Source: an optimization exercise on an open RTL-to-GDS flow (aim: small area, a short achievable clock period and few clock cycles per item). Production flows keep margins and buffers that such runs may drop.
Where RTL was checked, it was by simulation tests only, not by an equivalence proof against the original.
For run 2, only the layout was checked, not whether the RTL still works.
Power and IR drop assume default switching activity.

==> flow/design.v, too long to show whole: its modules and the start of the top module <==
// module csa_fa: 9 lines
// module csa_ha: 8 lines
// module binary_neuron: 896 lines
module binary_neuron (
    input  logic                    clk,
    input  logic                    reset,
    input  logic                    in_valid,
    output logic                    in_ready,
    input  logic [320:0]            in_req,
    output logic                    out_valid,
    input  logic                    out_ready,
    output logic [9:0]              out_sum
);
  // ...
==> flow/flow/run.sh <==
#!/bin/bash
# The standard layout (standard.sh: ORFS synthesis to final layout), with
# two changes:
#  - the input and output ports are buffered with the smallest buffer,
#    sky130_fd_sc_hd__buf_1, instead of the cell buffer_ports picks by default
#    (clkdlybuf4s50_1); later repair steps may still resize them;
#  - clock tree synthesis adds no dummy loads to the clock tree.
set -euo pipefail
export BUFFER_PORTS_ARGS="-buffer_cell sky130_fd_sc_hd__buf_1"
export CTS_ARGS="-sink_clustering_enable -repair_clock_nets -buf_list sky130_fd_sc_hd__clkbuf_8 -dont_use_dummy_load -sink_clustering_size 30 -sink_clustering_max_diameter 150"
bash standard.sh > standard_flow.log 2>&1
==> flow/standard.sh <==
#!/bin/bash
# synth_recipe.tcl (not shown) runs the flow's synth.tcl, then flattens the netlist and writes it again
# the make line also repeats each setting of config.mk as NAME=value (left out here)
make -C /OpenROAD-flow-scripts/flow DESIGN_CONFIG=/design/flow/config.mk WORK_HOME=/design/flow/orfs CLKGATE_MAP_FILE= SYNTH_SCRIPT=/design/flow/synth_recipe.tcl "${@:-finish}"
==> flow/config.mk <==
export PLATFORM = sky130hd
export DESIGN_NAME = binary_neuron
export DESIGN_NICKNAME = binary_neuron
export VERILOG_FILES = /design/flow/design.v
export SDC_FILE = /design/flow/constraint.sdc
export NUM_CORES = 4
export LEC_CHECK = 0
export CAP_MARGIN = 20
export CORE_MARGIN = 2
export CORE_UTILIZATION = 40
export CTS_BUF_LIST = sky130_fd_sc_hd__clkbuf_8
export SLEW_MARGIN = 20
export SYNTH_HIERARCHICAL = 1
export SYNTH_MINIMUM_KEEP_SIZE = 0
==> flow/constraint.sdc <==
create_clock -name core_clock -period 6.0 [get_ports {clk}]
set_input_delay 1.2000 -clock core_clock [delete_from_list [all_inputs] [get_ports {clk}]]
set_output_delay 1.2000 -clock core_clock [all_outputs]
set_load 0.01 [all_outputs]
==> results_dict.tcl, run 1 <==
set metrics [dict create \
    status "complete, no violations" \
    crit_family "adder cells" \
    num-nets-final 1968 \
    highest_layer "met4" \
    ys.flop_type "dfxtp_1" \
    yosys-top-cells-count "243 x fa_1, 215 x nor2_1, 132 x xnor2_1, 115 x dfxtp_1" \
    htree_levels 4 \
    wl_met1_mm 12.41 \
    yosysUniqueCellTypes 34 \
    drtIter0Drc 285 \
    synth_area_um2 12030 \
    final_core_util 0.4721 \
    finalNonFillerCells 1772 \
    yosys_register_bits 145 \
    antenna_found_initial 0 \
    mostFrequentLayoutCell "buf_1" \
    dpl.hpwl_mm 27.51 \
    grt-busiest-layer "met2" \
    syn_to_final_growth_pct 16.33 \
    synth_xor_area_frac 0.1442 \
    seqPwrFrac 0.271 \
    power_density_nw_per_um2 528.6 \
    cts_tree "yes" \
    worst-setup-path-type "in2reg" \
    yosys_warnings 8 \
    power_frac_comb 0.655 \
    largest_reg_flops 20 \
    dr_wl_met3_mm 1.200 \
]
Testbench counts, summed over its fixed seeds: cycles 3,224, items 3,200.
==> module binary_neuron, before the edit <==
module binary_neuron (
    input  logic                    clk,
    input  logic                    reset,
    input  logic                    in_valid,
    output logic                    in_ready,
    input  logic [320:0]            in_req,
    output logic                    out_valid,
    input  logic                    out_ready,
    output logic [9:0]              out_sum
);
    wire p1_0 = in_req[318] ^ (~in_req[64] & in_req[317]);
    wire p2_0 = in_req[319] ^ (~in_req[64] & (in_req[317] | in_req[318]));
    wire q3_0 = ~(in_req[320] ^ (~in_req[64] & (in_req[317] | in_req[318] | in_req[319])));
    wire p1_1 = in_req[314] ^ (~in_req[63] & in_req[313]);
    wire p2_1 = in_req[315] ^ (~in_req[63] & (in_req[313] | in_req[314]));
    wire q3_1 = ~(in_req[316] ^ (~in_req[63] & (in_req[313] | in_req[314] | in_req[315])));
    wire p1_2 = in_req[310] ^ (~in_req[62] & in_req[309]);
    wire p2_2 = in_req[311] ^ (~in_req[62] & (in_req[309] | in_req[310]));
    wire q3_2 = ~(in_req[312] ^ (~in_req[62] & (in_req[309] | in_req[310] | in_req[311])));
    wire p1_3 = in_req[306] ^ (~in_req[61] & in_req[305]);
    wire p2_3 = in_req[307] ^ (~in_req[61] & (in_req[305] | in_req[306]));
    wire q3_3 = ~(in_req[308] ^ (~in_req[61] & (in_req[305] | in_req[306] | in_req[307])));
    wire p1_4 = in_req[302] ^ (~in_req[60] & in_req[301]);
    wire p2_4 = in_req[303] ^ (~in_req[60] & (in_req[301] | in_req[302]));
    wire q3_4 = ~(in_req[304] ^ (~in_req[60] & (in_req[301] | in_req[302] | in_req[303])));
    wire p1_5 = in_req[298] ^ (~in_req[59] & in_req[297]);
    wire p2_5 = in_req[299] ^ (~in_req[59] & (in_req[297] | in_req[298]));
    wire q3_5 = ~(in_req[300] ^ (~in_req[59] & (in_req[297] | in_req[298] | in_req[299])));
    wire p1_6 = in_req[294] ^ (~in_req[58] & in_req[293]);
    wire p2_6 = in_req[295] ^ (~in_req[58] & (in_req[293] | in_req[294]));
    wire q3_6 = ~(in_req[296] ^ (~in_req[58] & (in_req[293] | in_req[294] | in_req[295])));
    wire p1_7 = in_req[290] ^ (~in_req[57] & in_req[289]);
    wire p2_7 = in_req[291] ^ (~in_req[57] & (in_req[289] | in_req[290]));
    wire q3_7 = ~(in_req[292] ^ (~in_req[57] & (in_req[289] | in_req[290] | in_req[291])));
    wire p1_8 = in_req[286] ^ (~in_req[56] & in_req[285]);
    wire p2_8 = in_req[287] ^ (~in_req[56] & (in_req[285] | in_req[286]));
    wire q3_8 = ~(in_req[288] ^ (~in_req[56] & (in_req[285] | in_req[286] | in_req[287])));
    wire p1_9 = in_req[282] ^ (~in_req[55] & in_req[281]);
    wire p2_9 = in_req[283] ^ (~in_req[55] & (in_req[281] | in_req[282]));
    wire q3_9 = ~(in_req[284] ^ (~in_req[55] & (in_req[281] | in_req[282] | in_req[283])));
    wire p1_10 = in_req[278] ^ (~in_req[54] & in_req[277]);
    wire p2_10 = in_req[279] ^ (~in_req[54] & (in_req[277] | in_req[278]));
    wire q3_10 = ~(in_req[280] ^ (~in_req[54] & (in_req[277] | in_req[278] | in_req[279])));
    wire p1_11 = in_req[274] ^ (~in_req[53] & in_req[273]);
    wire p2_11 = in_req[275] ^ (~in_req[53] & (in_req[273] | in_req[274]));
    wire q3_11 = ~(in_req[276] ^ (~in_req[53] & (in_req[273] | in_req[274] | in_req[275])));
    wire p1_12 = in_req[270] ^ (~in_req[52] & in_req[269]);
    wire p2_12 = in_req[271] ^ (~in_req[52] & (in_req[269] | in_req[270]));
    wire q3_12 = ~(in_req[272] ^ (~in_req[52] & (in_req[269] | in_req[270] | in_req[271])));
    wire p1_13 = in_req[266] ^ (~in_req[51] & in_req[265]);
    wire p2_13 = in_req[267] ^ (~in_req[51] & (in_req[265] | in_req[266]));
    wire q3_13 = ~(in_req[268] ^ (~in_req[51] & (in_req[265] | in_req[266] | in_req[267])));
    wire p1_14 = in_req[262] ^ (~in_req[50] & in_req[261]);
    wire p2_14 = in_req[263] ^ (~in_req[50] & (in_req[261] | in_req[262]));
    wire q3_14 = ~(in_req[264] ^ (~in_req[50] & (in_req[261] | in_req[262] | in_req[263])));
    wire p1_15 = in_req[258] ^ (~in_req[49] & in_req[257]);
    wire p2_15 = in_req[259] ^ (~in_req[49] & (in_req[257] | in_req[258]));
    wire q3_15 = ~(in_req[260] ^ (~in_req[49] & (in_req[257] | in_req[258] | in_req[259])));
    wire p1_16 = in_req[254] ^ (~in_req[48] & in_req[253]);
    wire p2_16 = in_req[255] ^ (~in_req[48] & (in_req[253] | in_req[254]));
    wire q3_16 = ~(in_req[256] ^ (~in_req[48] & (in_req[253] | in_req[254] | in_req[255])));
    wire p1_17 = in_req[250] ^ (~in_req[47] & in_req[249]);
    wire p2_17 = in_req[251] ^ (~in_req[47] & (in_req[249] | in_req[250]));
    wire q3_17 = ~(in_req[252] ^ (~in_req[47] & (in_req[249] | in_req[250] | in_req[251])));
    wire p1_18 = in_req[246] ^ (~in_req[46] & in_req[245]);
    wire p2_18 = in_req[247] ^ (~in_req[46] & (in_req[245] | in_req[246]));
    wire q3_18 = ~(in_req[248] ^ (~in_req[46] & (in_req[245] | in_req[246] | in_req[247])));
    wire p1_19 = in_req[242] ^ (~in_req[45] & in_req[241]);
    wire p2_19 = in_req[243] ^ (~in_req[45] & (in_req[241] | in_req[242]));
    wire q3_19 = ~(in_req[244] ^ (~in_req[45] & (in_req[241] | in_req[242] | in_req[243])));
    wire p1_20 = in_req[238] ^ (~in_req[44] & in_req[237]);
    wire p2_20 = in_req[239] ^ (~in_req[44] & (in_req[237] | in_req[238]));
    wire q3_20 = ~(in_req[240] ^ (~in_req[44] & (in_req[237] | in_req[238] | in_req[239])));
    wire p1_21 = in_req[234] ^ (~in_req[43] & in_req[233]);
    wire p2_21 = in_req[235] ^ (~in_req[43] & (in_req[233] | in_req[234]));
    wire q3_21 = ~(in_req[236] ^ (~in_req[43] & (in_req[233] | in_req[234] | in_req[235])));
    wire p1_22 = in_req[230] ^ (~in_req[42] & in_req[229]);
    wire p2_22 = in_req[231] ^ (~in_req[42] & (in_req[229] | in_req[230]));
    wire q3_22 = ~(in_req[232] ^ (~in_req[42] & (in_req[229] | in_req[230] | in_req[231])));
    wire p1_23 = in_req[226] ^ (~in_req[41] & in_req[225]);
    wire p2_23 = in_req[227] ^ (~in_req[41] & (in_req[225] | in_req[226]));
    wire q3_23 = ~(in_req[228] ^ (~in_req[41] & (in_req[225] | in_req[226] | in_req[227])));
    wire p1_24 = in_req[222] ^ (~in_req[40] & in_req[221]);
    wire p2_24 = in_req[223] ^ (~in_req[40] & (in_req[221] | in_req[222]));
    wire q3_24 = ~(in_req[224] ^ (~in_req[40] & (in_req[221] | in_req[222] | in_req[223])));
    wire p1_25 = in_req[218] ^ (~in_req[39] & in_req[217]);
    wire p2_25 = in_req[219] ^ (~in_req[39] & (in_req[217] | in_req[218]));
    wire q3_25 = ~(in_req[220] ^ (~in_req[39] & (in_req[217] | in_req[218] | in_req[219])));
    wire p1_26 = in_req[214] ^ (~in_req[38] & in_req[213]);
    wire p2_26 = in_req[215] ^ (~in_req[38] & (in_req[213] | in_req[214]));
    wire q3_26 = ~(in_req[216] ^ (~in_req[38] & (in_req[213] | in_req[214] | in_req[215])));
    wire p1_27 = in_req[210] ^ (~in_req[37] & in_req[209]);
    wire p2_27 = in_req[211] ^ (~in_req[37] & (in_req[209] | in_req[210]));
    wire q3_27 = ~(in_req[212] ^ (~in_req[37] & (in_req[209] | in_req[210] | in_req[211])));
    wire p1_28 = in_req[206] ^ (~in_req[36] & in_req[205]);
    wire p2_28 = in_req[207] ^ (~in_req[36] & (in_req[205] | in_req[206]));
    wire q3_28 = ~(in_req[208] ^ (~in_req[36] & (in_req[205] | in_req[206] | in_req[207])));
    wire p1_29 = in_req[202] ^ (~in_req[35] & in_req[201]);
    wire p2_29 = in_req[203] ^ (~in_req[35] & (in_req[201] | in_req[202]));
    wire q3_29 = ~(in_req[204] ^ (~in_req[35] & (in_req[201] | in_req[202] | in_req[203])));
    wire p1_30 = in_req[198] ^ (~in_req[34] & in_req[197]);
    wire p2_30 = in_req[199] ^ (~in_req[34] & (in_req[197] | in_req[198]));
    wire q3_30 = ~(in_req[200] ^ (~in_req[34] & (in_req[197] | in_req[198] | in_req[199])));
    wire p1_31 = in_req[194] ^ (~in_req[33] & in_req[193]);
    wire p2_31 = in_req[195] ^ (~in_req[33] & (in_req[193] | in_req[194]));
    wire q3_31 = ~(in_req[196] ^ (~in_req[33] & (in_req[193] | in_req[194] | in_req[195])));
    wire p1_32 = in_req[190] ^ (~in_req[32] & in_req[189]);
    wire p2_32 = in_req[191] ^ (~in_req[32] & (in_req[189] | in_req[190]));
    wire q3_32 = ~(in_req[192] ^ (~in_req[32] & (in_req[189] | in_req[190] | in_req[191])));
    wire p1_33 = in_req[186] ^ (~in_req[31] & in_req[185]);
    wire p2_33 = in_req[187] ^ (~in_req[31] & (in_req[185] | in_req[186]));
    wire q3_33 = ~(in_req[188] ^ (~in_req[31] & (in_req[185] | in_req[186] | in_req[187])));
    wire p1_34 = in_req[182] ^ (~in_req[30] & in_req[181]);
    wire p2_34 = in_req[183] ^ (~in_req[30] & (in_req[181] | in_req[182]));
    wire q3_34 = ~(in_req[184] ^ (~in_req[30] & (in_req[181] | in_req[182] | in_req[183])));
    wire p1_35 = in_req[178] ^ (~in_req[29] & in_req[177]);
    wire p2_35 = in_req[179] ^ (~in_req[29] & (in_req[177] | in_req[178]));
    wire q3_35 = ~(in_req[180] ^ (~in_req[29] & (in_req[177] | in_req[178] | in_req[179])));
    wire p1_36 = in_req[174] ^ (~in_req[28] & in_req[173]);
    wire p2_36 = in_req[175] ^ (~in_req[28] & (in_req[173] | in_req[174]));
    wire q3_36 = ~(in_req[176] ^ (~in_req[28] & (in_req[173] | in_req[174] | in_req[175])));
    wire p1_37 = in_req[170] ^ (~in_req[27] & in_req[169]);
    wire p2_37 = in_req[171] ^ (~in_req[27] & (in_req[169] | in_req[170]));
    wire q3_37 = ~(in_req[172] ^ (~in_req[27] & (in_req[169] | in_req[170] | in_req[171])));
    wire p1_38 = in_req[166] ^ (~in_req[26] & in_req[165]);
    wire p2_38 = in_req[167] ^ (~in_req[26] & (in_req[165] | in_req[166]));
    wire q3_38 = ~(in_req[168] ^ (~in_req[26] & (in_req[165] | in_req[166] | in_req[167])));
    wire p1_39 = in_req[162] ^ (~in_req[25] & in_req[161]);
    wire p2_39 = in_req[163] ^ (~in_req[25] & (in_req[161] | in_req[162]));
    wire q3_39 = ~(in_req[164] ^ (~in_req[25] & (in_req[161] | in_req[162] | in_req[163])));
    wire p1_40 = in_req[158] ^ (~in_req[24] & in_req[157]);
    wire p2_40 = in_req[159] ^ (~in_req[24] & (in_req[157] | in_req[158]));
    wire q3_40 = ~(in_req[160] ^ (~in_req[24] & (in_req[157] | in_req[158] | in_req[159])));
    wire p1_41 = in_req[154] ^ (~in_req[23] & in_req[153]);
    wire p2_41 = in_req[155] ^ (~in_req[23] & (in_req[153] | in_req[154]));
    wire q3_41 = ~(in_req[156] ^ (~in_req[23] & (in_req[153] | in_req[154] | in_req[155])));
    wire p1_42 = in_req[150] ^ (~in_req[22] & in_req[149]);
    wire p2_42 = in_req[151] ^ (~in_req[22] & (in_req[149] | in_req[150]));
    wire q3_42 = ~(in_req[152] ^ (~in_req[22] & (in_req[149] | in_req[150] | in_req[151])));
    wire p1_43 = in_req[146] ^ (~in_req[21] & in_req[145]);
    wire p2_43 = in_req[147] ^ (~in_req[21] & (in_req[145] | in_req[146]));
    wire q3_43 = ~(in_req[148] ^ (~in_req[21] & (in_req[145] | in_req[146] | in_req[147])));
    wire p1_44 = in_req[142] ^ (~in_req[20] & in_req[141]);
    wire p2_44 = in_req[143] ^ (~in_req[20] & (in_req[141] | in_req[142]));
    wire q3_44 = ~(in_req[144] ^ (~in_req[20] & (in_req[141] | in_req[142] | in_req[143])));
    wire p1_45 = in_req[138] ^ (~in_req[19] & in_req[137]);
    wire p2_45 = in_req[139] ^ (~in_req[19] & (in_req[137] | in_req[138]));
    wire q3_45 = ~(in_req[140] ^ (~in_req[19] & (in_req[137] | in_req[138] | in_req[139])));
    wire p1_46 = in_req[134] ^ (~in_req[18] & in_req[133]);
    wire p2_46 = in_req[135] ^ (~in_req[18] & (in_req[133] | in_req[134]));
    wire q3_46 = ~(in_req[136] ^ (~in_req[18] & (in_req[133] | in_req[134] | in_req[135])));
    wire p1_47 = in_req[130] ^ (~in_req[17] & in_req[129]);
    wire p2_47 = in_req[131] ^ (~in_req[17] & (in_req[129] | in_req[130]));
    wire q3_47 = ~(in_req[132] ^ (~in_req[17] & (in_req[129] | in_req[130] | in_req[131])));
    wire p1_48 = in_req[126] ^ (~in_req[16] & in_req[125]);
    wire p2_48 = in_req[127] ^ (~in_req[16] & (in_req[125] | in_req[126]));
    wire q3_48 = ~(in_req[128] ^ (~in_req[16] & (in_req[125] | in_req[126] | in_req[127])));
    wire p1_49 = in_req[122] ^ (~in_req[15] & in_req[121]);
    wire p2_49 = in_req[123] ^ (~in_req[15] & (in_req[121] | in_req[122]));
    wire q3_49 = ~(in_req[124] ^ (~in_req[15] & (in_req[121] | in_req[122] | in_req[123])));
    wire p1_50 = in_req[118] ^ (~in_req[14] & in_req[117]);
    wire p2_50 = in_req[119] ^ (~in_req[14] & (in_req[117] | in_req[118]));
    wire q3_50 = ~(in_req[120] ^ (~in_req[14] & (in_req[117] | in_req[118] | in_req[119])));
    wire p1_51 = in_req[114] ^ (~in_req[13] & in_req[113]);
    wire p2_51 = in_req[115] ^ (~in_req[13] & (in_req[113] | in_req[114]));
    wire q3_51 = ~(in_req[116] ^ (~in_req[13] & (in_req[113] | in_req[114] | in_req[115])));
    wire p1_52 = in_req[110] ^ (~in_req[12] & in_req[109]);
    wire p2_52 = in_req[111] ^ (~in_req[12] & (in_req[109] | in_req[110]));
    wire q3_52 = ~(in_req[112] ^ (~in_req[12] & (in_req[109] | in_req[110] | in_req[111])));
    wire p1_53 = in_req[106] ^ (~in_req[11] & in_req[105]);
    wire p2_53 = in_req[107] ^ (~in_req[11] & (in_req[105] | in_req[106]));
    wire q3_53 = ~(in_req[108] ^ (~in_req[11] & (in_req[105] | in_req[106] | in_req[107])));
    wire p1_54 = in_req[102] ^ (~in_req[10] & in_req[101]);
    wire p2_54 = in_req[103] ^ (~in_req[10] & (in_req[101] | in_req[102]));
    wire q3_54 = ~(in_req[104] ^ (~in_req[10] & (in_req[101] | in_req[102] | in_req[103])));
    wire p1_55 = in_req[98] ^ (~in_req[9] & in_req[97]);
    wire p2_55 = in_req[99] ^ (~in_req[9] & (in_req[97] | in_req[98]));
    wire q3_55 = ~(in_req[100] ^ (~in_req[9] & (in_req[97] | in_req[98] | in_req[99])));
    wire p1_56 = in_req[94] ^ (~in_req[8] & in_req[93]);
    wire p2_56 = in_req[95] ^ (~in_req[8] & (in_req[93] | in_req[94]));
    wire q3_56 = ~(in_req[96] ^ (~in_req[8] & (in_req[93] | in_req[94] | in_req[95])));
    wire p1_57 = in_req[90] ^ (~in_req[7] & in_req[89]);
    wire p2_57 = in_req[91] ^ (~in_req[7] & (in_req[89] | in_req[90]));
    wire q3_57 = ~(in_req[92] ^ (~in_req[7] & (in_req[89] | in_req[90] | in_req[91])));
    wire p1_58 = in_req[86] ^ (~in_req[6] & in_req[85]);
    wire p2_58 = in_req[87] ^ (~in_req[6] & (in_req[85] | in_req[86]));
    wire q3_58 = ~(in_req[88] ^ (~in_req[6] & (in_req[85] | in_req[86] | in_req[87])));
    wire p1_59 = in_req[82] ^ (~in_req[5] & in_req[81]);
    wire p2_59 = in_req[83] ^ (~in_req[5] & (in_req[81] | in_req[82]));
    wire q3_59 = ~(in_req[84] ^ (~in_req[5] & (in_req[81] | in_req[82] | in_req[83])));
    wire p1_60 = in_req[78] ^ (~in_req[4] & in_req[77]);
    wire p2_60 = in_req[79] ^ (~in_req[4] & (in_req[77] | in_req[78]));
    wire q3_60 = ~(in_req[80] ^ (~in_req[4] & (in_req[77] | in_req[78] | in_req[79])));
    wire p1_61 = in_req[74] ^ (~in_req[3] & in_req[73]);
    wire p2_61 = in_req[75] ^ (~in_req[3] & (in_req[73] | in_req[74]));
    wire q3_61 = ~(in_req[76] ^ (~in_req[3] & (in_req[73] | in_req[74] | in_req[75])));
    wire p1_62 = in_req[70] ^ (~in_req[2] & in_req[69]);
    wire p2_62 = in_req[71] ^ (~in_req[2] & (in_req[69] | in_req[70]));
    wire q3_62 = ~(in_req[72] ^ (~in_req[2] & (in_req[69] | in_req[70] | in_req[71])));
    wire p1_63 = in_req[66] ^ (~in_req[1] & in_req[65]);
    wire p2_63 = in_req[67] ^ (~in_req[1] & (in_req[65] | in_req[66]));
    wire q3_63 = ~(in_req[68] ^ (~in_req[1] & (in_req[65] | in_req[66] | in_req[67])));
    logic r1_s57, r1_s59, r1_s61, r1_s135, r1_c58, r1_c60, r1_c62, r1_s137, r1_s139, r1_s141, r1_s143, r1_s145, r1_s147, r1_s149, r1_s229, r1_s231, r1_c138, r1_c140, r1_c142, r1_c144, r1_c146, r1_s233, r1_s235, r1_c148, r1_c150, r1_s237, r1_s239, r1_s241, r1_s243, r1_s245, r1_s247, r1_s249, r1_s341, r1_c234, r1_c236, r1_c238, r1_c240, r1_c242, r1_c244, r1_c246, r1_s343, r1_s345, r1_s347, r1_c248, r1_c250, r1_s349, r1_s351, r1_s353, r1_s355, r1_s357, r1_s359, r1_s361, r1_s405, r1_c344, r1_c346, r1_c348, r1_c350, r1_c352, r1_c354, r1_c356, r1_c358, r1_s407, r1_s409, r1_c360, r1_c362, r1_s411, r1_s413, r1_s415, r1_s417, r1_s419, r1_c404, r1_c406, r1_c408, r1_c410, r1_c412, r1_c414, r1_c416, r1_c418, r1_c420, r1_s453, r1_s455, r1_c454, r1_c456;
    logic r2_s447, r2_c392, r2_s449, r2_c448, r2_s475, r2_c450, r2_s477, r2_s489, r2_c476, r2_s491, r2_c478, r2_c492, r2_s499, r2_c498, r2_c500, r2_s63, r2_s157, r2_s271, r2_s391, r2_s159;
    wire s1 = ~(in_req[317] ^ in_req[313]);
    wire c2 = in_req[317] | in_req[313];
    wire s3, c4;
    csa_fa u_s3 (.a(in_req[309]), .b(in_req[305]), .c(in_req[301]), .s(s3), .co(c4));
    wire s5, c6;
    csa_fa u_s5 (.a(in_req[297]), .b(in_req[293]), .c(in_req[289]), .s(s5), .co(c6));
    wire s7, c8;
    csa_fa u_s7 (.a(in_req[285]), .b(in_req[281]), .c(in_req[277]), .s(s7), .co(c8));
    wire s9, c10;
    csa_fa u_s9 (.a(in_req[273]), .b(in_req[269]), .c(in_req[265]), .s(s9), .co(c10));
    wire s11, c12;
    csa_fa u_s11 (.a(in_req[261]), .b(in_req[257]), .c(in_req[253]), .s(s11), .co(c12));
    wire s13, c14;
    csa_fa u_s13 (.a(in_req[249]), .b(in_req[245]), .c(in_req[241]), .s(s13), .co(c14));
    wire s15, c16;
    csa_fa u_s15 (.a(in_req[237]), .b(in_req[233]), .c(in_req[229]), .s(s15), .co(c16));
    wire s17, c18;
    csa_fa u_s17 (.a(in_req[225]), .b(in_req[221]), .c(in_req[217]), .s(s17), .co(c18));
    wire s19, c20;
    csa_fa u_s19 (.a(in_req[213]), .b(in_req[209]), .c(in_req[205]), .s(s19), .co(c20));
    wire s21, c22;
    csa_fa u_s21 (.a(in_req[201]), .b(in_req[197]), .c(in_req[193]), .s(s21), .co(c22));
    wire s23, c24;
    csa_fa u_s23 (.a(in_req[189]), .b(in_req[185]), .c(in_req[181]), .s(s23), .co(c24));
    wire s25, c26;
    csa_fa u_s25 (.a(in_req[177]), .b(in_req[173]), .c(in_req[169]), .s(s25), .co(c26));
    wire s27, c28;
    csa_fa u_s27 (.a(in_req[165]), .b(in_req[161]), .c(in_req[157]), .s(s27), .co(c28));
    wire s29, c30;
    csa_fa u_s29 (.a(in_req[153]), .b(in_req[149]), .c(in_req[145]), .s(s29), .co(c30));
    wire s31, c32;
    csa_fa u_s31 (.a(in_req[141]), .b(in_req[137]), .c(in_req[133]), .s(s31), .co(c32));
    wire s33, c34;
    csa_fa u_s33 (.a(in_req[129]), .b(in_req[125]), .c(in_req[121]), .s(s33), .co(c34));
    wire s35, c36;
    csa_fa u_s35 (.a(in_req[117]), .b(in_req[113]), .c(in_req[109]), .s(s35), .co(c36));
    wire s37, c38;
    csa_fa u_s37 (.a(in_req[105]), .b(in_req[101]), .c(in_req[97]), .s(s37), .co(c38));
    wire s39, c40;
    csa_fa u_s39 (.a(in_req[93]), .b(in_req[89]), .c(in_req[85]), .s(s39), .co(c40));
    wire s41, c42;
    csa_fa u_s41 (.a(in_req[81]), .b(in_req[77]), .c(in_req[73]), .s(s41), .co(c42));
    wire s43, c44;
    csa_fa u_s43 (.a(in_req[69]), .b(in_req[65]), .c(s1), .s(s43), .co(c44));
    wire s45, c46;
    csa_fa u_s45 (.a(s3), .b(s5), .c(s7), .s(s45), .co(c46));
    wire s47, c48;
    csa_fa u_s47 (.a(s9), .b(s11), .c(s13), .s(s47), .co(c48));
    wire s49, c50;
    csa_fa u_s49 (.a(s15), .b(s17), .c(s19), .s(s49), .co(c50));
    wire s51, c52;
    csa_fa u_s51 (.a(s21), .b(s23), .c(s25), .s(s51), .co(c52));
    wire s53, c54;
    csa_fa u_s53 (.a(s27), .b(s29), .c(s31), .s(s53), .co(c54));
    wire s55, c56;
    csa_fa u_s55 (.a(s33), .b(s35), .c(s37), .s(s55), .co(c56));
    wire s57, c58;
    csa_fa u_s57 (.a(s39), .b(s41), .c(s43), .s(s57), .co(c58));
    wire s59, c60;
    csa_fa u_s59 (.a(s45), .b(s47), .c(s49), .s(s59), .co(c60));
    wire s61, c62;
    csa_fa u_s61 (.a(s51), .b(s53), .c(s55), .s(s61), .co(c62));
    wire s63, c64;
    csa_fa u_s63 (.a(r1_s57), .b(r1_s59), .c(r1_s61), .s(s63), .co(c64));
    wire s65 = ~(in_req[0] ^ p1_0);
    wire c66 = in_req[0] | p1_0;
    wire s67, c68;
    csa_fa u_s67 (.a(p1_1), .b(p1_2), .c(p1_3), .s(s67), .co(c68));
    wire s69, c70;
    csa_fa u_s69 (.a(p1_4), .b(p1_5), .c(p1_6), .s(s69), .co(c70));
    wire s71, c72;
    csa_fa u_s71 (.a(p1_7), .b(p1_8), .c(p1_9), .s(s71), .co(c72));
    wire s73, c74;
    csa_fa u_s73 (.a(p1_10), .b(p1_11), .c(p1_12), .s(s73), .co(c74));
    wire s75, c76;
    csa_fa u_s75 (.a(p1_13), .b(p1_14), .c(p1_15), .s(s75), .co(c76));
    wire s77, c78;
    csa_fa u_s77 (.a(p1_16), .b(p1_17), .c(p1_18), .s(s77), .co(c78));
    wire s79, c80;
    csa_fa u_s79 (.a(p1_19), .b(p1_20), .c(p1_21), .s(s79), .co(c80));
    wire s81, c82;
    csa_fa u_s81 (.a(p1_22), .b(p1_23), .c(p1_24), .s(s81), .co(c82));
    wire s83, c84;
    csa_fa u_s83 (.a(p1_25), .b(p1_26), .c(p1_27), .s(s83), .co(c84));
    wire s85, c86;
    csa_fa u_s85 (.a(p1_28), .b(p1_29), .c(p1_30), .s(s85), .co(c86));
    wire s87, c88;
    csa_fa u_s87 (.a(p1_31), .b(p1_32), .c(p1_33), .s(s87), .co(c88));
    wire s89, c90;
    csa_fa u_s89 (.a(p1_34), .b(p1_35), .c(p1_36), .s(s89), .co(c90));
    wire s91, c92;
    csa_fa u_s91 (.a(p1_37), .b(p1_38), .c(p1_39), .s(s91), .co(c92));
    wire s93, c94;
    csa_fa u_s93 (.a(p1_40), .b(p1_41), .c(p1_42), .s(s93), .co(c94));
    wire s95, c96;
    csa_fa u_s95 (.a(p1_43), .b(p1_44), .c(p1_45), .s(s95), .co(c96));
    wire s97, c98;
    csa_fa u_s97 (.a(p1_46), .b(p1_47), .c(p1_48), .s(s97), .co(c98));
    wire s99, c100;
    csa_fa u_s99 (.a(p1_49), .b(p1_50), .c(p1_51), .s(s99), .co(c100));
    wire s101, c102;
    csa_fa u_s101 (.a(p1_52), .b(p1_53), .c(p1_54), .s(s101), .co(c102));
    wire s103, c104;
    csa_fa u_s103 (.a(p1_55), .b(p1_56), .c(p1_57), .s(s103), .co(c104));
    wire s105, c106;
    csa_fa u_s105 (.a(p1_58), .b(p1_59), .c(p1_60), .s(s105), .co(c106));
    wire s107, c108;
    csa_fa u_s107 (.a(p1_61), .b(p1_62), .c(p1_63), .s(s107), .co(c108));
    wire s109, c110;
    csa_fa u_s109 (.a(c2), .b(c4), .c(c6), .s(s109), .co(c110));
    wire s111, c112;
    csa_fa u_s111 (.a(c8), .b(c10), .c(c12), .s(s111), .co(c112));
    wire s113, c114;
    csa_fa u_s113 (.a(c14), .b(c16), .c(c18), .s(s113), .co(c114));
    wire s115, c116;
    csa_fa u_s115 (.a(c20), .b(c22), .c(c24), .s(s115), .co(c116));
    wire s117, c118;
    csa_fa u_s117 (.a(c26), .b(c28), .c(c30), .s(s117), .co(c118));
    wire s119, c120;
    csa_fa u_s119 (.a(c32), .b(c34), .c(c36), .s(s119), .co(c120));
    wire s121, c122;
    csa_fa u_s121 (.a(c38), .b(c40), .c(c42), .s(s121), .co(c122));
    wire s123, c124;
    csa_fa u_s123 (.a(s65), .b(s67), .c(s69), .s(s123), .co(c124));
    wire s125, c126;
    csa_fa u_s125 (.a(s71), .b(s73), .c(s75), .s(s125), .co(c126));
    wire s127, c128;
    csa_fa u_s127 (.a(s77), .b(s79), .c(s81), .s(s127), .co(c128));
    wire s129, c130;
    csa_fa u_s129 (.a(s83), .b(s85), .c(s87), .s(s129), .co(c130));
    wire s131, c132;
    csa_fa u_s131 (.a(s89), .b(s91), .c(s93), .s(s131), .co(c132));
    wire s133, c134;
    csa_fa u_s133 (.a(s95), .b(s97), .c(s99), .s(s133), .co(c134));
    wire s135, c136;
    csa_fa u_s135 (.a(s101), .b(s103), .c(s105), .s(s135), .co(c136));
    wire s137, c138;
    csa_fa u_s137 (.a(s107), .b(c44), .c(c46), .s(s137), .co(c138));
    wire s139, c140;
    csa_fa u_s139 (.a(c48), .b(c50), .c(c52), .s(s139), .co(c140));
    wire s141, c142;
    csa_fa u_s141 (.a(c54), .b(c56), .c(s109), .s(s141), .co(c142));
    wire s143, c144;
    csa_fa u_s143 (.a(s111), .b(s113), .c(s115), .s(s143), .co(c144));
    wire s145, c146;
    csa_fa u_s145 (.a(s117), .b(s119), .c(s121), .s(s145), .co(c146));
    wire s147, c148;
    csa_fa u_s147 (.a(s123), .b(s125), .c(s127), .s(s147), .co(c148));
    wire s149, c150;
    csa_fa u_s149 (.a(s129), .b(s131), .c(s133), .s(s149), .co(c150));
    wire s151, c152;
    csa_fa u_s151 (.a(r1_s135), .b(r1_c58), .c(r1_c60), .s(s151), .co(c152));
    wire s153, c154;
    csa_fa u_s153 (.a(r1_c62), .b(r1_s137), .c(r1_s139), .s(s153), .co(c154));
    wire s155, c156;
    csa_fa u_s155 (.a(r1_s141), .b(r1_s143), .c(r1_s145), .s(s155), .co(c156));
    wire s157, c158;
    csa_fa u_s157 (.a(r1_s147), .b(r1_s149), .c(c64), .s(s157), .co(c158));
    wire s159, c160;
    csa_fa u_s159 (.a(s151), .b(s153), .c(s155), .s(s159), .co(c160));
    wire s161 = ~(p2_0 ^ p2_1);
    wire c162 = p2_0 | p2_1;
    wire s163, c164;
    csa_fa u_s163 (.a(p2_2), .b(p2_3), .c(p2_4), .s(s163), .co(c164));
    wire s165, c166;
    csa_fa u_s165 (.a(p2_5), .b(p2_6), .c(p2_7), .s(s165), .co(c166));
    wire s167, c168;
    csa_fa u_s167 (.a(p2_8), .b(p2_9), .c(p2_10), .s(s167), .co(c168));
    wire s169, c170;
    csa_fa u_s169 (.a(p2_11), .b(p2_12), .c(p2_13), .s(s169), .co(c170));
    wire s171, c172;
    csa_fa u_s171 (.a(p2_14), .b(p2_15), .c(p2_16), .s(s171), .co(c172));
    wire s173, c174;
    csa_fa u_s173 (.a(p2_17), .b(p2_18), .c(p2_19), .s(s173), .co(c174));
    wire s175, c176;
    csa_fa u_s175 (.a(p2_20), .b(p2_21), .c(p2_22), .s(s175), .co(c176));
    wire s177, c178;
    csa_fa u_s177 (.a(p2_23), .b(p2_24), .c(p2_25), .s(s177), .co(c178));
    wire s179, c180;
    csa_fa u_s179 (.a(p2_26), .b(p2_27), .c(p2_28), .s(s179), .co(c180));
    wire s181, c182;
    csa_fa u_s181 (.a(p2_29), .b(p2_30), .c(p2_31), .s(s181), .co(c182));
    wire s183, c184;
    csa_fa u_s183 (.a(p2_32), .b(p2_33), .c(p2_34), .s(s183), .co(c184));
    wire s185, c186;
    csa_fa u_s185 (.a(p2_35), .b(p2_36), .c(p2_37), .s(s185), .co(c186));
    wire s187, c188;
    csa_fa u_s187 (.a(p2_38), .b(p2_39), .c(p2_40), .s(s187), .co(c188));
    wire s189, c190;
    csa_fa u_s189 (.a(p2_41), .b(p2_42), .c(p2_43), .s(s189), .co(c190));
    wire s191, c192;
    csa_fa u_s191 (.a(p2_44), .b(p2_45), .c(p2_46), .s(s191), .co(c192));
    wire s193, c194;
    csa_fa u_s193 (.a(p2_47), .b(p2_48), .c(p2_49), .s(s193), .co(c194));
    wire s195, c196;
    csa_fa u_s195 (.a(p2_50), .b(p2_51), .c(p2_52), .s(s195), .co(c196));
    wire s197, c198;
    csa_fa u_s197 (.a(p2_53), .b(p2_54), .c(p2_55), .s(s197), .co(c198));
    wire s199, c200;
    csa_fa u_s199 (.a(p2_56), .b(p2_57), .c(p2_58), .s(s199), .co(c200));
    wire s201, c202;
    csa_fa u_s201 (.a(p2_59), .b(p2_60), .c(p2_61), .s(s201), .co(c202));
    wire s203, c204;
    csa_fa u_s203 (.a(p2_62), .b(p2_63), .c(c66), .s(s203), .co(c204));
    wire s205, c206;
    csa_fa u_s205 (.a(c68), .b(c70), .c(c72), .s(s205), .co(c206));
    wire s207, c208;
    csa_fa u_s207 (.a(c74), .b(c76), .c(c78), .s(s207), .co(c208));
    wire s209, c210;
    csa_fa u_s209 (.a(c80), .b(c82), .c(c84), .s(s209), .co(c210));
    wire s211, c212;
    csa_fa u_s211 (.a(c86), .b(c88), .c(c90), .s(s211), .co(c212));
    wire s213, c214;
    csa_fa u_s213 (.a(c92), .b(c94), .c(c96), .s(s213), .co(c214));
    wire s215, c216;
    csa_fa u_s215 (.a(c98), .b(c100), .c(c102), .s(s215), .co(c216));
    wire s217, c218;
    csa_fa u_s217 (.a(c104), .b(c106), .c(c108), .s(s217), .co(c218));
    wire s219, c220;
    csa_fa u_s219 (.a(s161), .b(s163), .c(s165), .s(s219), .co(c220));
    wire s221, c222;
    csa_fa u_s221 (.a(s167), .b(s169), .c(s171), .s(s221), .co(c222));
    wire s223, c224;
    csa_fa u_s223 (.a(s173), .b(s175), .c(s177), .s(s223), .co(c224));
    wire s225, c226;
    csa_fa u_s225 (.a(s179), .b(s181), .c(s183), .s(s225), .co(c226));
    wire s227, c228;
    csa_fa u_s227 (.a(s185), .b(s187), .c(s189), .s(s227), .co(c228));
    wire s229, c230;
    csa_fa u_s229 (.a(s191), .b(s193), .c(s195), .s(s229), .co(c230));
    wire s231, c232;
    csa_fa u_s231 (.a(s197), .b(s199), .c(s201), .s(s231), .co(c232));
    wire s233, c234;
    csa_fa u_s233 (.a(c110), .b(c112), .c(c114), .s(s233), .co(c234));
    wire s235, c236;
    csa_fa u_s235 (.a(c116), .b(c118), .c(c120), .s(s235), .co(c236));
    wire s237, c238;
    csa_fa u_s237 (.a(c122), .b(c124), .c(c126), .s(s237), .co(c238));
    wire s239, c240;
    csa_fa u_s239 (.a(c128), .b(c130), .c(c132), .s(s239), .co(c240));
    wire s241, c242;
    csa_fa u_s241 (.a(c134), .b(c136), .c(s203), .s(s241), .co(c242));
    wire s243, c244;
    csa_fa u_s243 (.a(s205), .b(s207), .c(s209), .s(s243), .co(c244));
    wire s245, c246;
    csa_fa u_s245 (.a(s211), .b(s213), .c(s215), .s(s245), .co(c246));
    wire s247, c248;
    csa_fa u_s247 (.a(s217), .b(s219), .c(s221), .s(s247), .co(c248));
    wire s249, c250;
    csa_fa u_s249 (.a(s223), .b(s225), .c(s227), .s(s249), .co(c250));
    wire s251, c252;
    csa_fa u_s251 (.a(r1_s229), .b(r1_s231), .c(r1_c138), .s(s251), .co(c252));
    wire s253, c254;
    csa_fa u_s253 (.a(r1_c140), .b(r1_c142), .c(r1_c144), .s(s253), .co(c254));
    wire s255, c256;
    csa_fa u_s255 (.a(r1_c146), .b(r1_s233), .c(r1_s235), .s(s255), .co(c256));
    wire s257, c258;
    csa_fa u_s257 (.a(r1_c148), .b(r1_c150), .c(r1_s237), .s(s257), .co(c258));
    wire s259, c260;
    csa_fa u_s259 (.a(r1_s239), .b(r1_s241), .c(r1_s243), .s(s259), .co(c260));
    wire s261, c262;
    csa_fa u_s261 (.a(r1_s245), .b(r1_s247), .c(r1_s249), .s(s261), .co(c262));
    wire s263, c264;
    csa_fa u_s263 (.a(c152), .b(c154), .c(c156), .s(s263), .co(c264));
    wire s265, c266;
    csa_fa u_s265 (.a(s251), .b(s253), .c(s255), .s(s265), .co(c266));
    wire s267, c268;
    csa_fa u_s267 (.a(s257), .b(s259), .c(s261), .s(s267), .co(c268));
    wire s269, c270;
    csa_fa u_s269 (.a(c158), .b(c160), .c(s263), .s(s269), .co(c270));
    wire s271, c272;
    csa_fa u_s271 (.a(s265), .b(s267), .c(s269), .s(s271), .co(c272));
    wire s273 = ~(q3_0 ^ q3_1);
    wire c274 = q3_0 | q3_1;
    wire s275, c276;
    csa_fa u_s275 (.a(q3_2), .b(q3_3), .c(q3_4), .s(s275), .co(c276));
    wire s277, c278;
    csa_fa u_s277 (.a(q3_5), .b(q3_6), .c(q3_7), .s(s277), .co(c278));
    wire s279, c280;
    csa_fa u_s279 (.a(q3_8), .b(q3_9), .c(q3_10), .s(s279), .co(c280));
    wire s281, c282;
    csa_fa u_s281 (.a(q3_11), .b(q3_12), .c(q3_13), .s(s281), .co(c282));
    wire s283, c284;
    csa_fa u_s283 (.a(q3_14), .b(q3_15), .c(q3_16), .s(s283), .co(c284));
    wire s285, c286;
    csa_fa u_s285 (.a(q3_17), .b(q3_18), .c(q3_19), .s(s285), .co(c286));
    wire s287, c288;
    csa_fa u_s287 (.a(q3_20), .b(q3_21), .c(q3_22), .s(s287), .co(c288));
    wire s289, c290;
    csa_fa u_s289 (.a(q3_23), .b(q3_24), .c(q3_25), .s(s289), .co(c290));
    wire s291, c292;
    csa_fa u_s291 (.a(q3_26), .b(q3_27), .c(q3_28), .s(s291), .co(c292));
    wire s293, c294;
    csa_fa u_s293 (.a(q3_29), .b(q3_30), .c(q3_31), .s(s293), .co(c294));
    wire s295, c296;
    csa_fa u_s295 (.a(q3_32), .b(q3_33), .c(q3_34), .s(s295), .co(c296));
    wire s297, c298;
    csa_fa u_s297 (.a(q3_35), .b(q3_36), .c(q3_37), .s(s297), .co(c298));
    wire s299, c300;
    csa_fa u_s299 (.a(q3_38), .b(q3_39), .c(q3_40), .s(s299), .co(c300));
    wire s301, c302;
    csa_fa u_s301 (.a(q3_41), .b(q3_42), .c(q3_43), .s(s301), .co(c302));
    wire s303, c304;
    csa_fa u_s303 (.a(q3_44), .b(q3_45), .c(q3_46), .s(s303), .co(c304));
    wire s305, c306;
    csa_fa u_s305 (.a(q3_47), .b(q3_48), .c(q3_49), .s(s305), .co(c306));
    wire s307, c308;
    csa_fa u_s307 (.a(q3_50), .b(q3_51), .c(q3_52), .s(s307), .co(c308));
    wire s309, c310;
    csa_fa u_s309 (.a(q3_53), .b(q3_54), .c(q3_55), .s(s309), .co(c310));
    wire s311, c312;
    csa_fa u_s311 (.a(q3_56), .b(q3_57), .c(q3_58), .s(s311), .co(c312));
    wire s313, c314;
    csa_fa u_s313 (.a(q3_59), .b(q3_60), .c(q3_61), .s(s313), .co(c314));
    wire s315, c316;
    csa_fa u_s315 (.a(q3_62), .b(q3_63), .c(c162), .s(s315), .co(c316));
    wire s317, c318;
    csa_fa u_s317 (.a(c164), .b(c166), .c(c168), .s(s317), .co(c318));
    wire s319, c320;
    csa_fa u_s319 (.a(c170), .b(c172), .c(c174), .s(s319), .co(c320));
    wire s321, c322;
    csa_fa u_s321 (.a(c176), .b(c178), .c(c180), .s(s321), .co(c322));
    wire s323, c324;
    csa_fa u_s323 (.a(c182), .b(c184), .c(c186), .s(s323), .co(c324));
    wire s325, c326;
    csa_fa u_s325 (.a(c188), .b(c190), .c(c192), .s(s325), .co(c326));
    wire s327, c328;
    csa_fa u_s327 (.a(c194), .b(c196), .c(c198), .s(s327), .co(c328));
    wire s329, c330;
    csa_fa u_s329 (.a(c200), .b(c202), .c(s273), .s(s329), .co(c330));
    wire s331, c332;
    csa_fa u_s331 (.a(s275), .b(s277), .c(s279), .s(s331), .co(c332));
    wire s333, c334;
    csa_fa u_s333 (.a(s281), .b(s283), .c(s285), .s(s333), .co(c334));
    wire s335, c336;
    csa_fa u_s335 (.a(s287), .b(s289), .c(s291), .s(s335), .co(c336));
    wire s337, c338;
    csa_fa u_s337 (.a(s293), .b(s295), .c(s297), .s(s337), .co(c338));
    wire s339, c340;
    csa_fa u_s339 (.a(s299), .b(s301), .c(s303), .s(s339), .co(c340));
    wire s341, c342;
    csa_fa u_s341 (.a(s305), .b(s307), .c(s309), .s(s341), .co(c342));
    wire s343, c344;
    csa_fa u_s343 (.a(s311), .b(s313), .c(c204), .s(s343), .co(c344));
    wire s345, c346;
    csa_fa u_s345 (.a(c206), .b(c208), .c(c210), .s(s345), .co(c346));
    wire s347, c348;
    csa_fa u_s347 (.a(c212), .b(c214), .c(c216), .s(s347), .co(c348));
    wire s349, c350;
    csa_fa u_s349 (.a(c218), .b(c220), .c(c222), .s(s349), .co(c350));
    wire s351, c352;
    csa_fa u_s351 (.a(c224), .b(c226), .c(c228), .s(s351), .co(c352));
    wire s353, c354;
    csa_fa u_s353 (.a(c230), .b(c232), .c(s315), .s(s353), .co(c354));
    wire s355, c356;
    csa_fa u_s355 (.a(s317), .b(s319), .c(s321), .s(s355), .co(c356));
    wire s357, c358;
    csa_fa u_s357 (.a(s323), .b(s325), .c(s327), .s(s357), .co(c358));
    wire s359, c360;
    csa_fa u_s359 (.a(s329), .b(s331), .c(s333), .s(s359), .co(c360));
    wire s361, c362;
    csa_fa u_s361 (.a(s335), .b(s337), .c(s339), .s(s361), .co(c362));
    wire s363, c364;
    csa_fa u_s363 (.a(r1_s341), .b(r1_c234), .c(r1_c236), .s(s363), .co(c364));
    wire s365, c366;
    csa_fa u_s365 (.a(r1_c238), .b(r1_c240), .c(r1_c242), .s(s365), .co(c366));
    wire s367, c368;
    csa_fa u_s367 (.a(r1_c244), .b(r1_c246), .c(r1_s343), .s(s367), .co(c368));
    wire s369, c370;
    csa_fa u_s369 (.a(r1_s345), .b(r1_s347), .c(r1_c248), .s(s369), .co(c370));
    wire s371, c372;
    csa_fa u_s371 (.a(r1_c250), .b(r1_s349), .c(r1_s351), .s(s371), .co(c372));
    wire s373, c374;
    csa_fa u_s373 (.a(r1_s353), .b(r1_s355), .c(r1_s357), .s(s373), .co(c374));
    wire s375, c376;
    csa_fa u_s375 (.a(r1_s359), .b(r1_s361), .c(c252), .s(s375), .co(c376));
    wire s377, c378;
    csa_fa u_s377 (.a(c254), .b(c256), .c(s363), .s(s377), .co(c378));
    wire s379, c380;
    csa_fa u_s379 (.a(c258), .b(c260), .c(s365), .s(s379), .co(c380));
    wire s381, c382;
    csa_fa u_s381 (.a(s367), .b(c262), .c(s369), .s(s381), .co(c382));
    wire s383, c384;
    csa_fa u_s383 (.a(s371), .b(s373), .c(c264), .s(s383), .co(c384));
    wire s385, c386;
    csa_fa u_s385 (.a(c266), .b(s375), .c(s377), .s(s385), .co(c386));
    wire s387, c388;
    csa_fa u_s387 (.a(s379), .b(c268), .c(s381), .s(s387), .co(c388));
    wire s389, c390;
    csa_fa u_s389 (.a(c270), .b(s383), .c(s385), .s(s389), .co(c390));
    wire s391, c392;
    csa_fa u_s391 (.a(s387), .b(c272), .c(s389), .s(s391), .co(c392));
    wire s393 = ~(c274 ^ c276);
    wire c394 = c274 | c276;
    wire s395, c396;
    csa_fa u_s395 (.a(c278), .b(c280), .c(c282), .s(s395), .co(c396));
    wire s397, c398;
    csa_fa u_s397 (.a(c284), .b(c286), .c(c288), .s(s397), .co(c398));
    wire s399, c400;
    csa_fa u_s399 (.a(c290), .b(c292), .c(c294), .s(s399), .co(c400));
    wire s401, c402;
    csa_fa u_s401 (.a(c296), .b(c298), .c(c300), .s(s401), .co(c402));
    wire s403, c404;
    csa_fa u_s403 (.a(c302), .b(c304), .c(c306), .s(s403), .co(c404));
    wire s405, c406;
    csa_fa u_s405 (.a(c308), .b(c310), .c(c312), .s(s405), .co(c406));
    wire s407, c408;
    csa_fa u_s407 (.a(c314), .b(c316), .c(c318), .s(s407), .co(c408));
    wire s409, c410;
    csa_fa u_s409 (.a(c320), .b(c322), .c(c324), .s(s409), .co(c410));
    wire s411, c412;
    csa_fa u_s411 (.a(c326), .b(c328), .c(c330), .s(s411), .co(c412));
    wire s413, c414;
    csa_fa u_s413 (.a(c332), .b(c334), .c(c336), .s(s413), .co(c414));
    wire s415, c416;
    csa_fa u_s415 (.a(c338), .b(c340), .c(c342), .s(s415), .co(c416));
    wire s417, c418;
    csa_fa u_s417 (.a(s393), .b(s395), .c(s397), .s(s417), .co(c418));
    wire s419, c420;
    csa_fa u_s419 (.a(s399), .b(s401), .c(s403), .s(s419), .co(c420));
    wire s421, c422;
    csa_fa u_s421 (.a(r1_s405), .b(r1_c344), .c(r1_c346), .s(s421), .co(c422));
    wire s423, c424;
    csa_fa u_s423 (.a(r1_c348), .b(r1_c350), .c(r1_c352), .s(s423), .co(c424));
    wire s425, c426;
    csa_fa u_s425 (.a(r1_c354), .b(r1_c356), .c(r1_c358), .s(s425), .co(c426));
    wire s427, c428;
    csa_fa u_s427 (.a(r1_s407), .b(r1_s409), .c(r1_c360), .s(s427), .co(c428));
    wire s429, c430;
    csa_fa u_s429 (.a(r1_c362), .b(r1_s411), .c(r1_s413), .s(s429), .co(c430));
    wire s431, c432;
    csa_fa u_s431 (.a(r1_s415), .b(r1_s417), .c(r1_s419), .s(s431), .co(c432));
    wire s433, c434;
    csa_fa u_s433 (.a(c364), .b(c366), .c(c368), .s(s433), .co(c434));
    wire s435, c436;
    csa_fa u_s435 (.a(s421), .b(c370), .c(c372), .s(s435), .co(c436));
    wire s437, c438;
    csa_fa u_s437 (.a(c374), .b(s423), .c(s425), .s(s437), .co(c438));
    wire s439, c440;
    csa_fa u_s439 (.a(s427), .b(s429), .c(s431), .s(s439), .co(c440));
    wire s441, c442;
    csa_fa u_s441 (.a(c376), .b(c378), .c(c380), .s(s441), .co(c442));
    wire s443, c444;
    csa_fa u_s443 (.a(s433), .b(c382), .c(s435), .s(s443), .co(c444));
    wire s445, c446;
    csa_fa u_s445 (.a(s437), .b(s439), .c(c384), .s(s445), .co(c446));
    wire s447, c448;
    csa_fa u_s447 (.a(c386), .b(s441), .c(c388), .s(s447), .co(c448));
    wire s449, c450;
    csa_fa u_s449 (.a(s443), .b(c390), .c(s445), .s(s449), .co(c450));
    wire s451, c452;
    csa_fa u_s451 (.a(r2_s447), .b(r2_c392), .c(r2_s449), .s(s451), .co(c452));
    wire s453 = ~(c394 ^ c396);
    wire c454 = c394 | c396;
    wire s455, c456;
    csa_fa u_s455 (.a(c398), .b(c400), .c(c402), .s(s455), .co(c456));
    wire s457, c458;
    csa_fa u_s457 (.a(r1_c404), .b(r1_c406), .c(r1_c408), .s(s457), .co(c458));
    wire s459, c460;
    csa_fa u_s459 (.a(r1_c410), .b(r1_c412), .c(r1_c414), .s(s459), .co(c460));
    wire s461, c462;
    csa_fa u_s461 (.a(r1_c416), .b(r1_c418), .c(r1_c420), .s(s461), .co(c462));
    wire s463, c464;
    csa_fa u_s463 (.a(r1_s453), .b(r1_s455), .c(c422), .s(s463), .co(c464));
    wire s465, c466;
    csa_fa u_s465 (.a(c424), .b(c426), .c(s457), .s(s465), .co(c466));
    wire s467, c468;
    csa_fa u_s467 (.a(c428), .b(c430), .c(c432), .s(s467), .co(c468));
    wire s469, c470;
    csa_fa u_s469 (.a(s459), .b(s461), .c(s463), .s(s469), .co(c470));
    wire s471, c472;
    csa_fa u_s471 (.a(c434), .b(c436), .c(c438), .s(s471), .co(c472));
    wire s473, c474;
    csa_fa u_s473 (.a(s465), .b(c440), .c(s467), .s(s473), .co(c474));
    wire s475, c476;
    csa_fa u_s475 (.a(c442), .b(s469), .c(c444), .s(s475), .co(c476));
    wire s477, c478;
    csa_fa u_s477 (.a(s471), .b(s473), .c(c446), .s(s477), .co(c478));
    wire s479, c480;
    csa_fa u_s479 (.a(r2_c448), .b(r2_s475), .c(r2_c450), .s(s479), .co(c480));
    wire s481, c482;
    csa_fa u_s481 (.a(r2_s477), .b(c452), .c(s479), .s(s481), .co(c482));
    wire s483 = ~(r1_c454 ^ r1_c456);
    wire c484 = r1_c454 | r1_c456;
    wire s485, c486;
    csa_fa u_s485 (.a(c458), .b(c460), .c(c462), .s(s485), .co(c486));
    wire s487, c488;
    csa_fa u_s487 (.a(s483), .b(c464), .c(c466), .s(s487), .co(c488));
    wire s489, c490;
    csa_fa u_s489 (.a(c468), .b(s485), .c(c470), .s(s489), .co(c490));
    wire s491, c492;
    csa_fa u_s491 (.a(c472), .b(s487), .c(c474), .s(s491), .co(c492));
    wire s493, c494;
    csa_fa u_s493 (.a(r2_s489), .b(r2_c476), .c(r2_s491), .s(s493), .co(c494));
    wire s495, c496;
    csa_fa u_s495 (.a(r2_c478), .b(s493), .c(c480), .s(s495), .co(c496));
    wire s497 = ~(c484 ^ c486);
    wire c498 = c484 | c486;
    wire s499, c500;
    csa_fa u_s499 (.a(c488), .b(s497), .c(c490), .s(s499), .co(c500));
    wire s501, c502;
    csa_fa u_s501 (.a(r2_c492), .b(r2_s499), .c(c494), .s(s501), .co(c502));
    wire s503 = ~(r2_c498 ^ r2_c500);
    wire c504 = r2_c498 | r2_c500;
    wire [9:0] row_a = {c504, s503, s501, s495, s481, s451, r2_s391, r2_s271, r2_s157, r2_s63};
    wire [9:0] row_b = {1'b0, c502, c496, c482, 1'b0, 1'b0, 1'b0, 1'b0, r2_s159, 1'b0};
    wire [9:0] total = row_a + row_b;
    logic         accept, pop;
    logic [2:0] pending, pending_next;
    assign accept = in_valid && in_ready;
    assign pop    = out_valid && out_ready;
    always_comb begin
        case ({accept, pop})
            2'b10:   pending_next = {pending[1:0], 1'b1};
            2'b01:   pending_next = {1'b0, pending[2:1]};
            default: pending_next = pending;
        endcase
    end
    always_ff @(posedge clk) begin
        if (reset) begin
            pending <= '0;
        end else begin
            pending <= pending_next;
        end
    end
    assign in_ready = !pending[2] || pop;
    logic [2:1] stage_valid;
    always_ff @(posedge clk) begin
        if (reset) begin
            stage_valid <= '0;
        end else begin
            stage_valid <= {stage_valid[1:1], accept};
        end
    end
    always_ff @(posedge clk) begin
        r1_s57 <= s57;
        r1_s59 <= s59;
        r1_s61 <= s61;
        r1_s135 <= s135;
        r1_c58 <= c58;
        r1_c60 <= c60;
        r1_c62 <= c62;
        r1_s137 <= s137;
        r1_s139 <= s139;
        r1_s141 <= s141;
        r1_s143 <= s143;
        r1_s145 <= s145;
        r1_s147 <= s147;
        r1_s149 <= s149;
        r1_s229 <= s229;
        r1_s231 <= s231;
        r1_c138 <= c138;
        r1_c140 <= c140;
        r1_c142 <= c142;
        r1_c144 <= c144;
        r1_c146 <= c146;
        r1_s233 <= s233;
        r1_s235 <= s235;
        r1_c148 <= c148;
        r1_c150 <= c150;
        r1_s237 <= s237;
        r1_s239 <= s239;
        r1_s241 <= s241;
        r1_s243 <= s243;
        r1_s245 <= s245;
        r1_s247 <= s247;
        r1_s249 <= s249;
        r1_s341 <= s341;
        r1_c234 <= c234;
        r1_c236 <= c236;
        r1_c238 <= c238;
        r1_c240 <= c240;
        r1_c242 <= c242;
        r1_c244 <= c244;
        r1_c246 <= c246;
        r1_s343 <= s343;
        r1_s345 <= s345;
        r1_s347 <= s347;
        r1_c248 <= c248;
        r1_c250 <= c250;
        r1_s349 <= s349;
        r1_s351 <= s351;
        r1_s353 <= s353;
        r1_s355 <= s355;
        r1_s357 <= s357;
        r1_s359 <= s359;
        r1_s361 <= s361;
        r1_s405 <= s405;
        r1_c344 <= c344;
        r1_c346 <= c346;
        r1_c348 <= c348;
        r1_c350 <= c350;
        r1_c352 <= c352;
        r1_c354 <= c354;
        r1_c356 <= c356;
        r1_c358 <= c358;
        r1_s407 <= s407;
        r1_s409 <= s409;
        r1_c360 <= c360;
        r1_c362 <= c362;
        r1_s411 <= s411;
        r1_s413 <= s413;
        r1_s415 <= s415;
        r1_s417 <= s417;
        r1_s419 <= s419;
        r1_c404 <= c404;
        r1_c406 <= c406;
        r1_c408 <= c408;
        r1_c410 <= c410;
        r1_c412 <= c412;
        r1_c414 <= c414;
        r1_c416 <= c416;
        r1_c418 <= c418;
        r1_c420 <= c420;
        r1_s453 <= s453;
        r1_s455 <= s455;
        r1_c454 <= c454;
        r1_c456 <= c456;
    end
    always_ff @(posedge clk) begin
        r2_s447 <= s447;
        r2_c392 <= c392;
        r2_s449 <= s449;
        r2_c448 <= c448;
        r2_s475 <= s475;
        r2_c450 <= c450;
        r2_s477 <= s477;
        r2_s489 <= s489;
        r2_c476 <= c476;
        r2_s491 <= s491;
        r2_c478 <= c478;
        r2_c492 <= c492;
        r2_s499 <= s499;
        r2_c498 <= c498;
        r2_c500 <= c500;
        r2_s63 <= s63;
        r2_s157 <= s157;
        r2_s271 <= s271;
        r2_s391 <= s391;
        r2_s159 <= s159;
    end
    logic [9:0]      q_data [0:1];
    logic [1:0]    q_wr, q_rd, q_occ;
    logic [9:0]      q_head;
    logic            q_empty;
    logic            result;        
    logic            head_load;     
    logic            q_push, q_pull;
    assign result    = stage_valid[2];
    assign q_empty   = !q_occ[0];
    assign head_load = !out_valid || out_ready;
    assign q_pull    = head_load && !q_empty;
    assign q_push    = result && !(head_load && q_empty);
    always_ff @(posedge clk) begin
        if (reset) begin
            q_wr  <= 2'd1;
            q_rd  <= 2'd1;
            q_occ <= '0;
        end else begin
            if (q_push) q_wr <= {q_wr[0:0], q_wr[1]};
            if (q_pull) q_rd <= {q_rd[0:0], q_rd[1]};
            case ({q_push, q_pull})
                2'b10:   q_occ <= {q_occ[0:0], 1'b1};
                2'b01:   q_occ <= {1'b0, q_occ[1:1]};
                default: ;
            endcase
        end
    end
    always_ff @(posedge clk) begin
        for (int i = 0; i < 2; i++) begin
            if (q_push && q_wr[i]) q_data[i] <= total;
        end
    end
    always_comb begin
        q_head = '0;
        for (int i = 0; i < 2; i++) begin
            q_head = q_head | (q_data[i] & {10{q_rd[i]}});
        end
    end
    always_ff @(posedge clk) begin
        if (reset) begin
            out_valid <= 1'b0;
        end else if (head_load) begin
            out_valid <= !q_empty || result;
        end
    end
    always_ff @(posedge clk) begin
        if (head_load) begin
            out_sum <= q_empty ? total : q_head;
        end
    end
endmodule
==> run 2: changes to the inputs <==
--- a/flow/design.v
+++ b/flow/design.v
@@ -731,3 +731,3 @@
     logic         accept, pop;
-    logic [2:0] pending, pending_next;
+    logic [3:0] pending, pending_next;
     assign accept = in_valid && in_ready;
@@ -736,4 +736,4 @@
         case ({accept, pop})
-            2'b10:   pending_next = {pending[1:0], 1'b1};
-            2'b01:   pending_next = {1'b0, pending[2:1]};
+            2'b10:   pending_next = {pending[2:0], 1'b1};
+            2'b01:   pending_next = {1'b0, pending[3:1]};
             default: pending_next = pending;
@@ -743,8 +743,9 @@
         if (reset) begin
-            pending <= '0;
+            pending  <= '0;
+            in_ready <= 1'b1;
         end else begin
-            pending <= pending_next;
+            pending  <= pending_next;
+            in_ready <= !pending_next[3];
         end
     end
-    assign in_ready = !pending[2] || pop;
     logic [2:1] stage_valid;
@@ -864,4 +865,4 @@
     end
-    logic [9:0]      q_data [0:1];
-    logic [1:0]    q_wr, q_rd, q_occ;
+    logic [9:0]      q_data [0:2];
+    logic [2:0]    q_wr, q_rd, q_occ;
     logic [9:0]      q_head;
@@ -878,11 +879,11 @@
         if (reset) begin
-            q_wr  <= 2'd1;
-            q_rd  <= 2'd1;
+            q_wr  <= 3'd1;
+            q_rd  <= 3'd1;
             q_occ <= '0;
         end else begin
-            if (q_push) q_wr <= {q_wr[0:0], q_wr[1]};
-            if (q_pull) q_rd <= {q_rd[0:0], q_rd[1]};
+            if (q_push) q_wr <= {q_wr[1:0], q_wr[2]};
+            if (q_pull) q_rd <= {q_rd[1:0], q_rd[2]};
             case ({q_push, q_pull})
-                2'b10:   q_occ <= {q_occ[0:0], 1'b1};
-                2'b01:   q_occ <= {1'b0, q_occ[1:1]};
+                2'b10:   q_occ <= {q_occ[1:0], 1'b1};
+                2'b01:   q_occ <= {1'b0, q_occ[2:1]};
                 default: ;
@@ -892,3 +893,3 @@
     always_ff @(posedge clk) begin
-        for (int i = 0; i < 2; i++) begin
+        for (int i = 0; i < 3; i++) begin
             if (q_push && q_wr[i]) q_data[i] <= total;
@@ -898,3 +899,3 @@
         q_head = '0;
-        for (int i = 0; i < 2; i++) begin
+        for (int i = 0; i < 3; i++) begin
             q_head = q_head | (q_data[i] & {10{q_rd[i]}});
==> flow/flow/run.sh (replaced) <==
#!/bin/bash
# The standard layout (standard.sh: ORFS synthesis to final layout), with
# one change: the input and output ports are buffered with the smallest
# buffer, sky130_fd_sc_hd__buf_1, instead of the cell buffer_ports picks by
# default (clkdlybuf4s50_1).  Later repair steps may still resize them.
set -euo pipefail
export BUFFER_PORTS_ARGS="-buffer_cell sky130_fd_sc_hd__buf_1"
bash standard.sh > standard_flow.log 2>&1
==> results_dict.tcl, run 2 <==
set metrics [dict create \
    status "complete, no violations" \
    yosysMostFrequentCell "fa_1" \
    ios 337 \
    rr_endpoint "r2_s391" \
    drtIter0Drc 301 \
    crit_required_ns 6.34 \
    yosys_register_bits 160 \
    start_util 0.4082 \
    drc 0 \
    path_max_fanout 4 \
    regMostFlops "q_data" \
    cpMaxStageDelayCell "fa_1" \
    critPathBufInv 1 \
    clkSinkCount 160 \
    hold_violations 0 \
    dieArea_um2 32810 \
    cts_setup_buffers 0 \
    synth_top_area_share 0.3876 \
    first_pass_iters 6 \
    core_area_um2 30750 \
    ys.flop_type "dfxtp_1" \
    num-nets-final 2001 \
    synth_nets 1654 \
    hp-class "reg2reg" \
    synth_area_um2 12550 \
    yosys_warnings 8 \
    yosys-top-cells-count "243 x fa_1, 217 x nor2_1, 131 x xnor2_1, 120 x dfxtp_1, 68 x xor2_1" \
    p_leak_nw 5.410 \
    drv_cap 0 \
    io_buffer_count 336 \
    routed_wl_mm 31.49 \
    tns_ns 0 \
    cts_tree "yes" \
    grt_first_pass_wirelength_mm 48.75 \
    clock_path_buffers 2 \
    startpoint_type "input port" \
    finalWeightedCongestion 0.8481 \
    antenna_cells 0 \
    mostFrequentLayoutCells "336 x buf_1, 243 x fa_1, 217 x nor2_1" \
    crit_start "in_req[161]" \
    r2r-start "r1_c140" \
    final_cell_area_um2 14700 \
    clk_pin_slew_ns 0.08 \
    fmax_mhz 333.6 \
    largest_reg_flops 30 \
    crit_chain "buf_1 -> nor3_1 -> nor2_1 -> xnor2_1 -> fa_1 -> fa_1 -> fa_1" \
    slowest_delay_ns 0.61 \
    crit_arrival_ns 3.34 \
    mostFrequentLayoutCell "buf_1" \
    worst-setup-path-type "in2reg" \
    grt_pass1_vias 9090 \
    cp_num_cells 7 \
    numCtsBuffers 17 \
    antenna_left 0 \
    crit_end "r1_s361" \
    finClkSkew_ns 0.009903 \
    root_buffer "clkbuf_8" \
    antenna_found_initial 0 \
    avgViaCountPerCell 4.644 \
    worst-r2r-setup-slack_ns 3.12 \
    drive_gt1_frac 0.02311 \
    fp.dieW_um 181.1 \
    synth_cells 1069 \
    synth.avg_cell_area_um2 11.74 \
    total_power_w 0.007805 \
    grt_max_degree 27 \
    ys_async_sr_fraction 0 \
    postPlaceCellArea_um2 14280 \
    end_kind "register" \
    vias 8471 \
    dpl.hpwl_mm 28.52 \
    cpMostUsedCell "fa_1" \
    slew_viol_final 0 \
    wire_per_inst_um 17.26 \
    cts-hold-fix-buffers 0 \
    rows 64 \
    clk_latency_ns 0.46 \
    yosys-top-cells-area "fa_1 39%, dfxtp_1 19%, edfxtp_1 9.6%" \
    largestRegisters "q_data (30), out_sum (10), pending (4)" \
    syn_to_final_growth_pct 17.11 \
    grt_overflow 0 \
    die_h_um 181.1 \
    synth_edf_count 40 \
    seq_area_frac_synth 0.2871 \
    crit_family "adder cells" \
    rsz0062_at_grt "false" \
    slew_headroom 0.3414 \
    yosysTopAreaCell "fa_1" \
    power_density_nw_per_um2 531.0 \
    yosysUniqueCellTypes 33 \
    htree_levels 4 \
    tightest_slew_ns 0.9842 \
    hold_ws_ns 0.4518 \
    post-route-period-util 0.4996 \
    post_cts_resized 0 \
    rr_worst_depth 5 \
    track_usage 0.1974 \
    final_core_util 0.4780 \
    setup_violations 0 \
    min_period_ns 2.998 \
    peakVddDrop_uv 473.1 \
]
-- run 2: Yosys stat by module, one instance, submodules excluded --
module / cells / copies in the design / flip-flops and latches / cell area (µm²)
csa_fa: 1 / 243 / 0 / 20.02
binary_neuron: 826 / 1 / 160 / 7686
-- run 2: routing by layer --
| layer | global-route usage | part of all wire |
|---|---|---|
| met2 | 0.3750 | 0.54 |
| met3 | 0.02842 | 0.038 |
| met5 | 0 | 0 |
| met4 | 0.03740 | 0.0076 |
| met1 | 0.2377 | 0.41 |
-- run 2: final cells by class --
class	instances	area (µm²)
fillers	2848	16050
multi-input cells	868	8792
flip-flops and latches	160	3603
repair buffers	336	1261
well taps	396	495.5
clock buffers	21	289.0
clock inverters	10	132.6
inverters	33	123.9
-- run 2: kinds of logic after synthesis --
| family | share of synthesized area |
|---|---|
| AO/OA/AOI/OAI | 0.02263 |
| adder cells (fa/ha/maj) | 0.4045 |
| flip-flops | 0.2871 |
| XOR/XNOR | 0.1389 |
| buffers and inverters | 0.01236 |
| AND/OR/NAND/NOR | 0.1321 |
| multiplexers | 0.002393 |
-- run 2: worst reg2reg max path, stage by stage, from the launching register on --
cell	delay (ns)
dfxtp_1	0.35
fa_1	0.52
fa_1	0.44
fa_1	0.57
fa_1	0.44
fa_1	0.43
-- run 2: worst min-delay path by stage --
stage / startpoint / endpoint / slack, ns / cells after the start
after floorplan: stage_valid[1] / stage_valid[2] / 0.41 / 1
after global placement: stage_valid[1] / stage_valid[2] / 0.43 / 1
after detailed placement: stage_valid[1] / stage_valid[2] / 0.43 / 1
after CTS: stage_valid[1] / stage_valid[2] / 0.45 / 1
after global routing: stage_valid[1] / stage_valid[2] / 0.47 / 1
final: stage_valid[1] / stage_valid[2] / 0.45 / 1
-- run 2: power breakdown --
group	leakage, nW	switching (W)	internal [W]
clock	0.220	0.000380	0.000451
combinational	3.81	0.00257	0.00224
sequential	1.38	0.000298	0.00187
-- run 2: per-stage QoR --
stage,setup slack [ns],cells
after floorplan,2.825,1069
after global placement,2.502,1793
after detailed placement,2.504,1793
after CTS,3.005,1824
after global routing,2.875,1824
final,3.002,1824

Re-timed with assumed drivers on the ports (clkbuf_16 on the clock, buf_2 on other inputs), run 2 has 3.010 ns of setup slack against 3.002 ns with ideal ports, and 2.518 ns once port delays also move by the mid clock arrival of 0.492 ns.
